From an optimization exercise on the open Yosys and OpenROAD flow, aimed at small area and a short achievable clock period; shortcuts taken in it are not production practice. Function was checked by simulation only, so behaviour that the tests miss may differ from the original. Power is estimated from default activity; no workload was simulated.

==> flow/design.v (excerpt) <==
module mpa_mips_top (
    input  logic                   mem_debug_clk_gate,
    input  logic                   HW_RSTn,
    input  logic                   dbg_mem_debug,   
    input  logic [1:0]             dbg_func,        
    input  logic                   dbg_we,          
    input  logic [31:0]            dbg_addr,        
    input  logic [31:0]            dbg_din,         
    output logic [31:0]            dout
);
    function automatic logic [31:0] dec32(input logic [4:0] idx);
        for (int i = 0; i < 32; i++) dec32[i] = (idx == i[4:0]);
    endfunction
    function automatic logic [31:0] rd32(input logic [31:0][31:0] mem, input logic [31:0] sel);
        rd32 = 32'h0;
        for (int i = 0; i < 32; i++) rd32 = rd32 | ({32{sel[i]}} & mem[i]);
    endfunction
    logic [31:0][31:0] im_mem;     
    logic [31:0][31:0] dm_mem;     
    logic [31:0][31:0] regs;       
    logic [31:0]       rf_vld;     
    logic [4:0]  pc_nxt;           
    logic        at_start;         
  ...
clock: 16.0 ns
lec_check: 0
cap_margin: 20
core_margin: 2
core_utilization: 60
cts_buf_list: sky130_fd_sc_hd__clkbuf_8
cts_cluster_diameter: 60
cts_cluster_size: 16
gpl_routability_driven: 0
slew_margin: 20
tns_end_percent: 100
standard.sh (not shown) runs the stock make flow with config.mk's settings and CLKGATE_MAP_FILE= SYNTH_SCRIPT=/design/flow/synth_recipe.tcl, a recipe that flattens the netlist after the stock synthesis.
==> flow/flow/run.sh <==
#!/bin/bash
set -euo pipefail
bash standard.sh SETUP_SLACK_MARGIN=10 "BUFFER_PORTS_ARGS=-buffer_cell sky130_fd_sc_hd__buf_4" finish > standard_flow.log 2>&1
The starting point completed without violations.
Edit:
==> flow/flow/run.sh (replaced) <==
#!/bin/bash
set -euo pipefail
bash standard.sh SETUP_SLACK_MARGIN=7 "BUFFER_PORTS_ARGS=-buffer_cell sky130_fd_sc_hd__buf_4" finish > standard_flow.log 2>&1
--- a/flow/config.mk
+++ b/flow/config.mk
@@ -10,6 +10,5 @@
 export CORE_UTILIZATION = 60
-export CTS_BUF_LIST = sky130_fd_sc_hd__clkbuf_8
+export CTS_BUF_LIST = sky130_fd_sc_hd__clkbuf_16
 export CTS_CLUSTER_DIAMETER = 60
-export CTS_CLUSTER_SIZE = 16
-export GPL_ROUTABILITY_DRIVEN = 0
+export CTS_CLUSTER_SIZE = 24
 export SLEW_MARGIN = 20
Non-clock buffer count shrinks by 79.
Final area is higher by 0.69%.
Worst setup slack gets worse by 0.32 ns.
Combinational power is lower by about 5%.
Via count decreases by 1.9%.
Sequential share of layout area goes down by 0.47 points.
Global-route usage falls by 0.15 points.

========
== v6 ==
Starting RTL as in the previous note.
==> flow/config.mk <==
export PLATFORM = sky130hd
export DESIGN_NAME = mpa_mips_top
export DESIGN_NICKNAME = mpa_mips_top
export VERILOG_FILES = /design/flow/design.v
export SDC_FILE = /design/flow/constraint.sdc
export NUM_CORES = 4
export LEC_CHECK = 0
export CAP_MARGIN = 20
export CORE_MARGIN = 2
export CORE_UTILIZATION = 60
export CTS_BUF_LIST = sky130_fd_sc_hd__clkbuf_16
export CTS_CLUSTER_DIAMETER = 60
export CTS_CLUSTER_SIZE = 24
export SLEW_MARGIN = 20
export TNS_END_PERCENT = 100
==> flow/constraint.sdc <==
create_clock -name core_clock -period 16.0 [get_ports {mem_debug_clk_gate}]
set_input_delay 3.2000 -clock core_clock [delete_from_list [all_inputs] [get_ports {mem_debug_clk_gate}]]
set_output_delay 3.2000 -clock core_clock [all_outputs]
set_load 0.01 [all_outputs]
==> flow/flow/run.sh <==
#!/bin/bash
set -euo pipefail
bash standard.sh SETUP_SLACK_MARGIN=10 "BUFFER_PORTS_ARGS=-buffer_cell sky130_fd_sc_hd__buf_4" finish > standard_flow.log 2>&1
Inputs modified between v6 and v7:
# v6
export LEC_CHECK = 0
export CAP_MARGIN = 20
export CORE_MARGIN = 2
export CORE_UTILIZATION = 60
export CTS_BUF_LIST = sky130_fd_sc_hd__clkbuf_16
export CTS_CLUSTER_DIAMETER = 60
export CTS_CLUSTER_SIZE = 24
export SLEW_MARGIN = 20
export TNS_END_PERCENT = 100
create_clock -name core_clock -period 16.0 [get_ports {mem_debug_clk_gate}]
# v7
export LEC_CHECK = 0
export CAP_MARGIN = 20
export CORE_MARGIN = 2
export CORE_UTILIZATION = 55
export CTS_BUF_LIST = sky130_fd_sc_hd__clkbuf_8
export CTS_CLUSTER_DIAMETER = 60
export CTS_CLUSTER_SIZE = 16
export SLEW_MARGIN = 20
export TNS_END_PERCENT = 100
create_clock -name core_clock -period 16.0 [get_ports {mem_debug_clk_gate}]
Results
- Wire length for v7: 24 mm up relative to v6
- In the final design statistics, v7 uses more standard cells in total than v6.
- Delta (v7 minus v6): global-route usage went down; die area went up; cell area went down; total inserted antenna cells went up.
- v7 ends up with a biggest cell delay along the critical path that is 0.18 ns higher than in v6.

-- separate check: timing with driven ports --
How much do the figures lean on ideal ports? The routed layouts below were timed once more, with nothing changed but the port constraints. Step 1, drivers: a clkbuf_16 drives mem_debug_clk_gate and a buf_2 each remaining input, both assumed. Step 2 also shifts input and output timing later by t, the mid clock arrival at the registers, as if the neighbouring blocks saw the same clock. Slacks: ideal ports / drivers / drivers and shift; pairs: ideal ports / drivers.
run | t (ns) | setup slack, ns | latest minus earliest clock arrival (ns) | worst data-port slew with drivers (ns)
the first run of note 1 | 1.163 | 6.025 / 5.644 / 5.644 | 0.061 / 0.061 | 0.43
the second run of note 1 | 0.992 | 5.704 / 5.319 / 5.319 | 0.078 / 0.077 | 0.47
v6 | 0.966 | 6.162 / 5.798 / 5.798 | 0.036 / 0.035 | 0.44
v7 | 1.139 | 6.233 / 5.745 / 5.745 | 0.103 / 0.102 | 0.64
After both steps setup and hold are still met in every run listed. For v7, which loses most, drivers alone change the setup slack by -0.488 ns; drivers and shift together by -0.488 ns.
